Background: an optimization exercise with open tools, aiming at small area, a short achievable clock period and few clock cycles. Do not read the settings as production practice. Where RTL was checked, it was by simulation tests only, not by an equivalence proof against the original. Power and IR drop assume default switching activity.

==> 02-23 <==
==> flow/design.v <==
package wpbp_pkg;
    localparam int MAX_RADIUS_DEF = 31;
    localparam int PROB_BITS_DEF  = 16;
    localparam int RADIUS_W   = 5;
    localparam int THRESH_RESET = 32768;
    localparam logic [RADIUS_W-1:0] RADIUS_RESET = 5'd2;
    localparam int CFG_IDX_W = 1;
    typedef enum logic [CFG_IDX_W-1:0] {
        CFG_THRESHOLD = 1'b0,
        CFG_RADIUS    = 1'b1
    } t_cfg_idx;
endpackage
module wpbp_cell #(
    parameter int PROB_BITS = wpbp_pkg::PROB_BITS_DEF
) (
    input  logic                 i_clk,
    input  logic [PROB_BITS-1:0] i_nb_key,
    input  logic [PROB_BITS-1:0] i_new_key,
    input  logic                 i_in_win,
    output logic [PROB_BITS-1:0] o_key,
    output logic                 o_lok
);
    localparam int LV = $clog2(PROB_BITS);
    localparam int NP = 1 << LV;
    logic [PROB_BITS-1:0] r_key;
    always_ff @(posedge i_clk) begin
        r_key <= i_nb_key;
    end
    logic [LV:0][NP-1:0] w_g;
    logic [LV:0][NP-1:0] w_p;
    for (genvar i = 0; i < NP; i++) begin : g_bit
        if (i < PROB_BITS) begin : g_in
            assign w_g[0][i] = i_new_key[i] && !r_key[i];
            assign w_p[0][i] = i_new_key[i] || !r_key[i];
        end else begin : g_pad
            assign w_g[0][i] = 1'b0;
            assign w_p[0][i] = 1'b1;
        end
    end
    for (genvar l = 0; l < LV; l++) begin : g_lvl
        for (genvar i = 0; i < (NP >> (l + 1)); i++) begin : g_node
            assign w_g[l+1][i] = w_g[l][2*i+1] || (w_p[l][2*i+1] && w_g[l][2*i]);
            assign w_p[l+1][i] = w_p[l][2*i+1] && w_p[l][2*i];
        end
        for (genvar i = (NP >> (l + 1)); i < NP; i++) begin : g_unused
            assign w_g[l+1][i] = 1'b0;
            assign w_p[l+1][i] = 1'b0;
        end
    end
    assign o_key = r_key;
    assign o_lok = !i_in_win || w_g[LV][0];
endmodule
module windowed_peak_boundary_picker_core #(
    parameter int MAX_RADIUS = wpbp_pkg::MAX_RADIUS_DEF,
    parameter int PROB_BITS  = wpbp_pkg::PROB_BITS_DEF,
    localparam int CFG_W     = (PROB_BITS > wpbp_pkg::RADIUS_W) ? PROB_BITS
                                                                 : wpbp_pkg::RADIUS_W
) (
    input  logic                            i_clk,
    input  logic                            i_rst_n,
    input  logic                            i_cfg_we,
    input  logic [wpbp_pkg::CFG_IDX_W-1:0]  i_cfg_idx,
    input  logic [CFG_W-1:0]                i_cfg_data,
    input  logic                            i_in_valid,
    output logic                            o_in_stall,
    input  logic [PROB_BITS-1:0]            i_prob,
    input  logic                            i_barrier,
    input  logic                            i_valid_req,
    input  logic                            i_seq_last,
    output logic                            o_out_valid,
    input  logic                            i_out_stall,
    output logic                            o_boundary,
    output logic                            o_seq_end,
    output logic                            o_run_end
);
    localparam int NS = MAX_RADIUS;           
    localparam int RW = wpbp_pkg::RADIUS_W;
    localparam int PW = PROB_BITS;
    localparam logic [RW-1:0] NONE = '1;      
    logic [PW-1:0] r_thresh;
    logic [RW-1:0] r_radius;
    logic [RW-1:0] w_radius_wr;
    assign w_radius_wr = (i_cfg_data[RW-1:0] > RW'(MAX_RADIUS)) ? RW'(MAX_RADIUS)
                                                                : i_cfg_data[RW-1:0];
    always_ff @(posedge i_clk) begin
        if (!i_rst_n) begin
            r_thresh <= PW'(wpbp_pkg::THRESH_RESET);
            r_radius <= wpbp_pkg::RADIUS_RESET;
        end else if (i_cfg_we) begin
            case (i_cfg_idx)
                wpbp_pkg::CFG_THRESHOLD: r_thresh <= i_cfg_data[PW-1:0];
                wpbp_pkg::CFG_RADIUS:    r_radius <= w_radius_wr;
                default:                 r_thresh <= r_thresh;
            endcase
        end
    end
    logic          r_hold;                    
    logic          r_stall;                   
    logic          w_en;
    logic          w_acc, w_top;
    logic [PW-1:0] w_key;
    logic [RW-1:0] r_lim;                     
    logic [RW-1:0] r_tidx;                    
    logic [RW-1:0] r_rot;                     
    logic          b_v, b_top, b_pass, b_last, b_rel, b_blk;
    logic [NS-1:0] b_lok;
    logic [RW-1:0] b_lim;
    logic          c_v, c_top;
    logic [RW-1:0] c_s;
    logic          q0_v, q1_v;
    logic [RW-1:0] q0_rem, q1_rem;
    logic          q0_hv, q1_hv;
    logic [RW-1:0] q0_hit, q1_hit;
    logic          q0_seq, q1_seq;
    logic          o_v, o_b, o_se, o_re;
    assign w_en = !r_hold;
    assign w_acc = i_in_valid && !r_stall;
    assign w_top = !i_valid_req || i_barrier;
    assign w_key = i_prob | {PW{w_top}};
    logic [NS:0][PW-1:0] w_k;
    logic [NS-1:0] w_lok;
    assign w_k[0]  = w_acc ? w_key : w_k[NS];
    for (genvar j = 0; j < NS; j++) begin : g_slot
        wpbp_cell #(
            .PROB_BITS (PW)
        ) u_slot (
            .i_clk     (i_clk),
            .i_nb_key  (w_k[j]),
            .i_new_key (i_prob),
            .i_in_win  (RW'(j) < r_lim),
            .o_key     (w_k[j+1]),
            .o_lok     (w_lok[j])
        );
    end
    always_ff @(posedge i_clk) begin
        if (!i_rst_n) begin
            r_lim  <= '0;
            r_tidx <= NONE;
        end else if (w_acc) begin
            if (i_seq_last) begin
                r_lim  <= '0;
                r_tidx <= NONE;
            end else begin
                r_lim  <= (r_lim >= r_radius) ? r_radius : r_lim + RW'(1);
                r_tidx <= w_top ? '0 : (r_tidx == NONE) ? NONE : r_tidx + RW'(1);
            end
        end
    end
    always_ff @(posedge i_clk) begin
        if (!i_rst_n) begin
            r_rot <= '0;
        end else if (w_acc || r_rot == RW'(NS - 1)) begin
            r_rot <= '0;
        end else begin
            r_rot <= r_rot + RW'(1);
        end
    end
    always_ff @(posedge i_clk) begin
        if (!i_rst_n) begin
            b_v <= 1'b0;
        end else if (w_en) begin
            b_v <= w_acc;
        end
    end
    always_ff @(posedge i_clk) begin
        if (w_en) begin
            b_top  <= w_top;
            b_pass <= i_valid_req && (i_barrier || (i_prob >= r_thresh));
            b_last <= i_seq_last;
            b_rel  <= (r_lim == r_radius);
            b_blk  <= (r_tidx < r_lim);
            b_lok  <= w_lok;
            b_lim  <= r_lim;
        end
    end
    logic          w_left_ok, w_newc, w_beaten, w_alive, w_r0, w_relc;
    logic          w_ev, w_push;
    logic [RW-1:0] w_ev_rem, w_ev_hit;
    logic          w_ev_hv, w_ev_seq;
    assign w_r0      = (r_radius == '0);
    assign w_left_ok = b_top ? !b_blk : &b_lok;
    assign w_newc    = b_pass && w_left_ok;
    assign w_beaten  = b_top ? !c_top : b_lok[c_s];
    assign w_alive   = c_v && !w_beaten;
    assign w_relc    = w_alive && (c_s == r_radius - RW'(1));
    assign w_ev      = b_v && (b_last || b_rel);
    assign w_push    = w_en && w_ev;
    always_comb begin
        if (b_last) begin
            w_ev_rem = b_lim;
            w_ev_hv  = w_newc || w_alive;
            w_ev_hit = w_newc ? '0 : c_s + RW'(1);
            w_ev_seq = 1'b1;
        end else begin
            w_ev_rem = '0;
            w_ev_hv  = w_r0 ? w_newc : w_relc;
            w_ev_hit = '0;
            w_ev_seq = 1'b0;
        end
    end
    always_ff @(posedge i_clk) begin
        if (!i_rst_n) begin
            c_v <= 1'b0;
        end else if (w_en && b_v) begin
            if (b_last) begin
                c_v <= 1'b0;
            end else if (w_newc && !w_r0) begin
                c_v <= 1'b1;
            end else if (!(w_alive && !w_relc)) begin
                c_v <= 1'b0;
            end
        end
    end
    always_ff @(posedge i_clk) begin
        if (w_en && b_v) begin
            if (w_newc) begin
                c_s   <= '0;
                c_top <= b_top;
            end else begin
                c_s   <= c_s + RW'(1);
            end
        end
    end
    logic w_out_free, w_emit, w_pop, w_to_q0;
    logic n_q0_v, n_q1_v;
    assign w_out_free = !o_v || !i_out_stall;
    assign w_emit     = q0_v && w_out_free;
    assign w_pop      = w_emit && (q0_rem == '0);
    assign w_to_q0    = !q0_v || (w_pop && !q1_v);
    always_comb begin
        n_q0_v = q0_v;
        n_q1_v = q1_v;
        if (w_pop) begin
            n_q0_v = q1_v;
            n_q1_v = 1'b0;
        end
        if (w_push) begin
            if (w_to_q0) n_q0_v = 1'b1;
            else         n_q1_v = 1'b1;
        end
    end
    always_ff @(posedge i_clk) begin
        if (!i_rst_n) begin
            q0_v <= 1'b0;
            q1_v <= 1'b0;
        end else begin
            q0_v <= n_q0_v;
            q1_v <= n_q1_v;
        end
    end
    always_ff @(posedge i_clk) begin
        if (w_push && w_to_q0) begin
            q0_rem <= w_ev_rem;
            q0_hv  <= w_ev_hv;
            q0_hit <= w_ev_hit;
            q0_seq <= w_ev_seq;
        end else if (w_pop) begin
            q0_rem <= q1_rem;
            q0_hv  <= q1_hv;
            q0_hit <= q1_hit;
            q0_seq <= q1_seq;
        end else if (w_emit) begin
            q0_rem <= q0_rem - RW'(1);
        end
        if (w_push && !w_to_q0) begin
            q1_rem <= w_ev_rem;
            q1_hv  <= w_ev_hv;
            q1_hit <= w_ev_hit;
            q1_seq <= w_ev_seq;
        end
    end
    logic n_b_v, n_b_ev, n_hold, n_aligned;
    assign n_b_v     = w_en ? w_acc : b_v;
    assign n_b_ev    = w_en ? (i_seq_last || (r_lim == r_radius)) : (b_last || b_rel);
    assign n_hold    = n_b_v && n_b_ev && n_q1_v;
    assign n_aligned = w_acc ? 1'b1 : (r_lim == '0) || (r_rot == RW'(NS - 1));
    always_ff @(posedge i_clk) begin
        if (!i_rst_n) begin
            r_hold  <= 1'b0;
            r_stall <= 1'b0;
        end else begin
            r_hold  <= n_hold;
            r_stall <= n_hold || !n_aligned;
        end
    end
    always_ff @(posedge i_clk) begin
        if (!i_rst_n) begin
            o_v <= 1'b0;
        end else if (w_out_free) begin
            o_v <= q0_v;
        end
    end
    always_ff @(posedge i_clk) begin
        if (w_emit) begin
            o_b  <= q0_hv && (q0_rem == q0_hit);
            o_re <= (q0_rem == '0);
            o_se <= q0_seq && (q0_rem == '0);
        end
    end
    assign o_in_stall  = r_stall;
    assign o_out_valid = o_v;
    assign o_boundary  = o_b;
    assign o_seq_end   = o_se;
    assign o_run_end   = o_re;
endmodule
==> flow/run.sh <==
#!/bin/bash
# synth_recipe.tcl (not shown) runs the flow's synth.tcl, then flattens the netlist and writes it again
# the make line also repeats each setting of config.mk as NAME=value (left out here)
make -C /OpenROAD-flow-scripts/flow DESIGN_CONFIG=/design/flow/config.mk WORK_HOME=/design/flow/orfs CLKGATE_MAP_FILE= SYNTH_SCRIPT=/design/flow/synth_recipe.tcl finish
==> flow/config.mk <==
export PLATFORM = sky130hd
export DESIGN_NAME = windowed_peak_boundary_picker_core
export DESIGN_NICKNAME = windowed_peak_boundary_picker_core
export VERILOG_FILES = /design/flow/design.v
export SDC_FILE = /design/flow/constraint.sdc
export NUM_CORES = 4
export LEC_CHECK = 0
export ABC_AREA = 1
export CAP_MARGIN = 20
export CORE_MARGIN = 2
export CORE_UTILIZATION = 40
export CTS_CLUSTER_DIAMETER = 120
export CTS_CLUSTER_SIZE = 24
export SETUP_SLACK_MARGIN = 3.8
export SLEW_MARGIN = 20
==> flow/constraint.sdc <==
create_clock -name core_clock -period 6.0 [get_ports {i_clk}]
set_input_delay 1.2000 -clock core_clock [delete_from_list [all_inputs] [get_ports {i_clk}]]
set_output_delay 1.2000 -clock core_clock [all_outputs]
set_load 0.01 [all_outputs]
==> inputs of 08-05, as changes to 02-23 <==
==> flow/design.v, changed modules only <==
module wpbp_cell #(
    parameter int PROB_BITS = wpbp_pkg::PROB_BITS_DEF
) (
    input  logic                 i_clk,
    input  logic                 i_shift,
    input  logic [PROB_BITS-1:0] i_nb_key,
    input  logic [PROB_BITS-1:0] i_new_key,
    input  logic                 i_in_win,
    output logic [PROB_BITS-1:0] o_key,
    output logic                 o_lok
);
    localparam int LV = $clog2(PROB_BITS);
    localparam int NP = 1 << LV;
    logic [PROB_BITS-1:0] r_key;
    always_ff @(posedge i_clk) begin
        if (i_shift) begin
            r_key <= i_nb_key;
        end
    end
    logic [LV:0][NP-1:0] w_g;
    logic [LV:0][NP-1:0] w_p;
    for (genvar i = 0; i < NP; i++) begin : g_bit
        if (i < PROB_BITS) begin : g_in
            assign w_g[0][i] = i_new_key[i] && !r_key[i];
            assign w_p[0][i] = i_new_key[i] || !r_key[i];
        end else begin : g_pad
            assign w_g[0][i] = 1'b0;
            assign w_p[0][i] = 1'b1;
        end
    end
    for (genvar l = 0; l < LV; l++) begin : g_lvl
        for (genvar i = 0; i < (NP >> (l + 1)); i++) begin : g_node
            assign w_g[l+1][i] = w_g[l][2*i+1] || (w_p[l][2*i+1] && w_g[l][2*i]);
            assign w_p[l+1][i] = w_p[l][2*i+1] && w_p[l][2*i];
        end
        for (genvar i = (NP >> (l + 1)); i < NP; i++) begin : g_unused
            assign w_g[l+1][i] = 1'b0;
            assign w_p[l+1][i] = 1'b0;
        end
    end
    assign o_key = r_key;
    assign o_lok = !i_in_win || w_g[LV][0];
endmodule
module windowed_peak_boundary_picker_core #(
    parameter int MAX_RADIUS = wpbp_pkg::MAX_RADIUS_DEF,
    parameter int PROB_BITS  = wpbp_pkg::PROB_BITS_DEF,
    localparam int CFG_W     = (PROB_BITS > wpbp_pkg::RADIUS_W) ? PROB_BITS
                                                                 : wpbp_pkg::RADIUS_W
) (
    input  logic                            i_clk,
    input  logic                            i_rst_n,
    input  logic                            i_cfg_we,
    input  logic [wpbp_pkg::CFG_IDX_W-1:0]  i_cfg_idx,
    input  logic [CFG_W-1:0]                i_cfg_data,
    input  logic                            i_in_valid,
    output logic                            o_in_stall,
    input  logic [PROB_BITS-1:0]            i_prob,
    input  logic                            i_barrier,
    input  logic                            i_valid_req,
    input  logic                            i_seq_last,
    output logic                            o_out_valid,
    input  logic                            i_out_stall,
    output logic                            o_boundary,
    output logic                            o_seq_end,
    output logic                            o_run_end
);
    localparam int NS = MAX_RADIUS;           
    localparam int RW = wpbp_pkg::RADIUS_W;
    localparam int PW = PROB_BITS;
    localparam logic [RW-1:0] NONE = '1;      
    logic [PW-1:0] r_thresh;
    logic [RW-1:0] r_radius;
    logic [RW-1:0] w_radius_wr;
    assign w_radius_wr = (i_cfg_data[RW-1:0] > RW'(MAX_RADIUS)) ? RW'(MAX_RADIUS)
                                                                : i_cfg_data[RW-1:0];
    always_ff @(posedge i_clk) begin
        if (!i_rst_n) begin
            r_thresh <= PW'(wpbp_pkg::THRESH_RESET);
            r_radius <= wpbp_pkg::RADIUS_RESET;
        end else if (i_cfg_we) begin
            case (i_cfg_idx)
                wpbp_pkg::CFG_THRESHOLD: r_thresh <= i_cfg_data[PW-1:0];
                wpbp_pkg::CFG_RADIUS:    r_radius <= w_radius_wr;
                default:                 r_thresh <= r_thresh;
            endcase
        end
    end
    logic          r_hold;                    
    logic          w_en;
    logic          w_acc, w_top;
    logic [PW-1:0] w_key;
    logic [RW-1:0] r_lim;                     
    logic [RW-1:0] r_tidx;                    
    logic          b_v, b_top, b_pass, b_last, b_rel, b_blk;
    logic [NS-1:0] b_lok;
    logic [RW-1:0] b_lim;
    logic          c_v, c_top;
    logic [RW-1:0] c_s;
    logic          q0_v, q1_v;
    logic [RW-1:0] q0_rem, q1_rem;
    logic          q0_hv, q1_hv;
    logic [RW-1:0] q0_hit, q1_hit;
    logic          q0_seq, q1_seq;
    logic          o_v, o_b, o_se, o_re;
    assign w_en = !r_hold;
    assign w_acc = i_in_valid && w_en;
    assign w_top = !i_valid_req || i_barrier;
    assign w_key = i_prob | {PW{w_top}};
    logic          w_shift;
    logic [NS:0][PW-1:0] w_k;
    logic [NS-1:0] w_lok;
    assign w_shift = w_acc;
    assign w_k[0]  = w_key;
    for (genvar j = 0; j < NS; j++) begin : g_slot
        wpbp_cell #(
            .PROB_BITS (PW)
        ) u_slot (
            .i_clk     (i_clk),
            .i_shift   (w_shift),
            .i_nb_key  (w_k[j]),
            .i_new_key (w_key),
            .i_in_win  (RW'(j) < r_lim),
            .o_key     (w_k[j+1]),
            .o_lok     (w_lok[j])
        );
    end
    always_ff @(posedge i_clk) begin
        if (!i_rst_n) begin
            r_lim  <= '0;
            r_tidx <= NONE;
        end else if (w_shift) begin
            if (i_seq_last) begin
                r_lim  <= '0;
                r_tidx <= NONE;
            end else begin
                r_lim  <= (r_lim >= r_radius) ? r_radius : r_lim + RW'(1);
                r_tidx <= w_top ? '0 : (r_tidx == NONE) ? NONE : r_tidx + RW'(1);
            end
        end
    end
    always_ff @(posedge i_clk) begin
        if (!i_rst_n) begin
            b_v <= 1'b0;
        end else if (w_en) begin
            b_v <= i_in_valid;
        end
    end
    always_ff @(posedge i_clk) begin
        if (w_en) begin
            b_top  <= w_top;
            b_pass <= i_valid_req && (w_key >= r_thresh);
            b_last <= i_seq_last;
            b_rel  <= (r_lim == r_radius);
            b_blk  <= (r_tidx < r_lim);
            b_lok  <= w_lok;
            b_lim  <= r_lim;
        end
    end
    logic          w_left_ok, w_newc, w_beaten, w_alive, w_r0, w_relc;
    logic          w_ev, w_push;
    logic [RW-1:0] w_ev_rem, w_ev_hit;
    logic          w_ev_hv, w_ev_seq;
    assign w_r0      = (r_radius == '0);
    assign w_left_ok = b_top ? !b_blk : &b_lok;
    assign w_newc    = b_pass && w_left_ok;
    assign w_beaten  = b_top ? !c_top : b_lok[c_s];
    assign w_alive   = c_v && !w_beaten;
    assign w_relc    = w_alive && (c_s == r_radius - RW'(1));
    assign w_ev      = b_v && (b_last || b_rel);
    assign w_push    = w_en && w_ev;
    always_comb begin
        if (b_last) begin
            w_ev_rem = b_lim;
            w_ev_hv  = w_newc || w_alive;
            w_ev_hit = w_newc ? '0 : c_s + RW'(1);
            w_ev_seq = 1'b1;
        end else begin
            w_ev_rem = '0;
            w_ev_hv  = w_r0 ? w_newc : w_relc;
            w_ev_hit = '0;
            w_ev_seq = 1'b0;
        end
    end
    always_ff @(posedge i_clk) begin
        if (!i_rst_n) begin
            c_v <= 1'b0;
        end else if (w_en && b_v) begin
            if (b_last) begin
                c_v <= 1'b0;
            end else if (w_newc && !w_r0) begin
                c_v <= 1'b1;
            end else if (!(w_alive && !w_relc)) begin
                c_v <= 1'b0;
            end
        end
    end
    always_ff @(posedge i_clk) begin
        if (w_en && b_v) begin
            if (w_newc) begin
                c_s   <= '0;
                c_top <= b_top;
            end else begin
                c_s   <= c_s + RW'(1);
            end
        end
    end
    logic w_out_free, w_emit, w_pop, w_to_q0;
    logic n_q0_v, n_q1_v;
    assign w_out_free = !o_v || !i_out_stall;
    assign w_emit     = q0_v && w_out_free;
    assign w_pop      = w_emit && (q0_rem == '0);
    assign w_to_q0    = !q0_v || (w_pop && !q1_v);
    always_comb begin
        n_q0_v = q0_v;
        n_q1_v = q1_v;
        if (w_pop) begin
            n_q0_v = q1_v;
            n_q1_v = 1'b0;
        end
        if (w_push) begin
            if (w_to_q0) n_q0_v = 1'b1;
            else         n_q1_v = 1'b1;
        end
    end
    always_ff @(posedge i_clk) begin
        if (!i_rst_n) begin
            q0_v <= 1'b0;
            q1_v <= 1'b0;
        end else begin
            q0_v <= n_q0_v;
            q1_v <= n_q1_v;
        end
    end
    always_ff @(posedge i_clk) begin
        if (w_push && w_to_q0) begin
            q0_rem <= w_ev_rem;
            q0_hv  <= w_ev_hv;
            q0_hit <= w_ev_hit;
            q0_seq <= w_ev_seq;
        end else if (w_pop) begin
            q0_rem <= q1_rem;
            q0_hv  <= q1_hv;
            q0_hit <= q1_hit;
            q0_seq <= q1_seq;
        end else if (w_emit) begin
            q0_rem <= q0_rem - RW'(1);
        end
        if (w_push && !w_to_q0) begin
            q1_rem <= w_ev_rem;
            q1_hv  <= w_ev_hv;
            q1_hit <= w_ev_hit;
            q1_seq <= w_ev_seq;
        end
    end
    logic n_b_v, n_b_ev;
    assign n_b_v  = w_en ? i_in_valid : b_v;
    assign n_b_ev = w_en ? (i_seq_last || (r_lim == r_radius)) : (b_last || b_rel);
    always_ff @(posedge i_clk) begin
        if (!i_rst_n) begin
            r_hold <= 1'b0;
        end else begin
            r_hold <= n_b_v && n_b_ev && n_q1_v;
        end
    end
    always_ff @(posedge i_clk) begin
        if (!i_rst_n) begin
            o_v <= 1'b0;
        end else if (w_out_free) begin
            o_v <= q0_v;
        end
    end
    always_ff @(posedge i_clk) begin
        if (w_emit) begin
            o_b  <= q0_hv && (q0_rem == q0_hit);
            o_re <= (q0_rem == '0);
            o_se <= q0_seq && (q0_rem == '0);
        end
    end
    assign o_in_stall  = r_hold;
    assign o_out_valid = o_v;
    assign o_boundary  = o_b;
    assign o_seq_end   = o_se;
    assign o_run_end   = o_re;
endmodule
--- a/flow/config.mk
+++ b/flow/config.mk
@@ -5,11 +5,8 @@
 export SDC_FILE = /design/flow/constraint.sdc
 export NUM_CORES = 4
 export LEC_CHECK = 0
-export ABC_AREA = 1
 export CAP_MARGIN = 20
 export CORE_MARGIN = 2
 export CORE_UTILIZATION = 40
-export CTS_CLUSTER_DIAMETER = 120
-export CTS_CLUSTER_SIZE = 24
-export SETUP_SLACK_MARGIN = 3.8
+export SETUP_SLACK_MARGIN = 3.2
 export SLEW_MARGIN = 20
==> inputs of 12-20, as changes to 02-23 <==
--- a/flow/config.mk
+++ b/flow/config.mk
@@ -9,7 +9,5 @@
 export CAP_MARGIN = 20
 export CORE_MARGIN = 2
 export CORE_UTILIZATION = 40
-export CTS_CLUSTER_DIAMETER = 120
-export CTS_CLUSTER_SIZE = 24
-export SETUP_SLACK_MARGIN = 3.8
+export SETUP_SLACK_MARGIN = 3.6
 export SLEW_MARGIN = 20
==> inputs of 06-06, as changes to 02-23 <==
--- a/flow/config.mk
+++ b/flow/config.mk
@@ -5,11 +5,8 @@
 export SDC_FILE = /design/flow/constraint.sdc
 export NUM_CORES = 4
 export LEC_CHECK = 0
-export ABC_AREA = 1
 export CAP_MARGIN = 20
 export CORE_MARGIN = 2
 export CORE_UTILIZATION = 40
-export CTS_CLUSTER_DIAMETER = 120
-export CTS_CLUSTER_SIZE = 24
-export SETUP_SLACK_MARGIN = 3.8
+export SETUP_SLACK_MARGIN = 3.6
 export SLEW_MARGIN = 20
==> impl_results.md <==
- Status: no timing/DRC/antenna violations
- Clk latency of the worst-skew pair: 0.63 ns
- Required time worst endpoint: 4.80 ns
- Clock sink count: 613
- Hold Path End: g_slot[17].u_slot.r_key[10]
- EDFF count, synth: 74
- Logic power comb: 0.00141 W
- Psw: 0.00257 W
- Clk power: 0.00221 W
- Top-count cell post-synth: nand2_1
- Wire per inst: 18.6 um
- Postcts setup bufs: 27
- Multi-input combinational area share: 34.0%
- Core area: 57600 um2
- Final wirelength: 65600 um
- Max layer used: met4
- R2r startpoint: b_lok[29]
- Setup crit start: o_b
- Synth Area in Compound Gates: 17.1%
- Cells after DPL: 3416
- Sequential power: 0.00510 W
# the run above: 02-23

==> impl_results.md <==
- Status: no timing/DRC/antenna violations
- Clock sink count: 613
- Hold Path End: g_slot[22].u_slot.r_key[14]
- Wire per inst: 18.3 um
- Final wirelength: 65100 um
- EDFF count, synth: 74
- Max layer used: met4
- Required time worst endpoint: 4.80 ns
- Post-synthesis simple-gate area fraction: 17.7%
- Clk latency of the worst-skew pair: 0.64 ns
- Setup crit start: o_se
- Logic power comb: 0.00135 W
- Synth Area in Compound Gates: 17.1%
- Sequential power: 0.00511 W
- Cells after DPL: 3416
- Psw: 0.00290 W
- R2r startpoint: r_lim[0]
# the run above: 12-20

==> impl_results.md <==
- Initial antenna violation count: 0
- Required time worst endpoint: 6.47 ns
- Hold Path End: g_slot[23].u_slot.r_key[11]
- Clock sink count: 613
- CTS Hold Bufs: 0
- EDFF count, synth: 74
- Worst Hold Launch: g_slot[22].u_slot.r_key[11]
- Wire per inst: 20.6 um
- Synth Area in Compound Gates: 14.7%
- Core area: 55300 um2
- Setup crit start: i_prob[0]
- Cells after DPL: 2699
- Multi-input combinational area share: 34.0%
- Status: no timing/DRC/antenna violations
- Postcts setup bufs: 60
- Mean number of vias per cell: 5.37
- Top-count cell post-synth: dfxtp_1
- Met2 WL: 28200 um
- Met3 routed WL: 2550 um
# the run above: 06-06

==> impl_results.md <==
- Status: no timing/DRC/antenna violations
- Cells after DPL: 3424
- Logic power comb: 0.00126 W
- Core area: 72700 um2
- Clk power: 0.00416 W
- Clock sink count: 607
- Sequential power: 0.00512 W
- EDFF count, synth: 570
- Required time worst endpoint: 6.34 ns
- Max layer used: met5
- Top-count cell post-synth: edfxtp_1
- Synth Area in Compound Gates: 19.1%
- R2r startpoint: g_slot[12].u_slot.r_key[1]
- Final wirelength: 99900 um
- Psw: 0.00268 W
# the run above: 08-05

Testbench counts of 02-23, summed over its fixed seeds: cycles 32,550.
Testbench counts of 12-20, summed over its fixed seeds: cycles 32,550.
Testbench counts of 06-06, summed over its fixed seeds: cycles 32,550.
For 08-05, only the layout was checked, not whether the RTL still works.

-- afterwards: timing with drivers on the ports --
In the flow no input, the clock included, has a driving cell. The finished layouts below were timed again as built, in two steps. Step 1 (the two cells are an assumption about what drives the block):
set clk [get_ports {i_clk}]
set_driving_cell -lib_cell sky130_fd_sc_hd__clkbuf_16 $clk
set_driving_cell -lib_cell sky130_fd_sc_hd__buf_2 [delete_from_list [all_inputs] $clk]
Step 2 also shifts input and output timing later by t, the mid clock arrival at the registers, as if the neighbouring blocks saw the same clock. Three values: no drivers, after step 1, after step 2; two values: the first two.
run | t (ns) | setup WS [ns] | worst setup path after step 2 | worst register clock-pin slew, ns | cell pins on the clock port's net
02-23 | 0.679 | 3.667 / 3.609 / 3.155 | input to register | 0.10 / 0.10 | 1
08-05 | 0.661 | 2.568 / 2.595 / 1.933 | input to register | 0.06 / 0.06 | 1
12-20 | 0.689 | 3.666 / 3.608 / 3.025 | input to register | 0.07 / 0.07 | 1
06-06 | 0.700 | 2.447 / 2.420 / 1.720 | input to register | 0.07 / 0.07 | 1
After both steps setup and hold are still met in every run listed. The setup slack of 06-06, which loses most, moves by -0.027 ns with the drivers and by -0.727 ns with both steps.
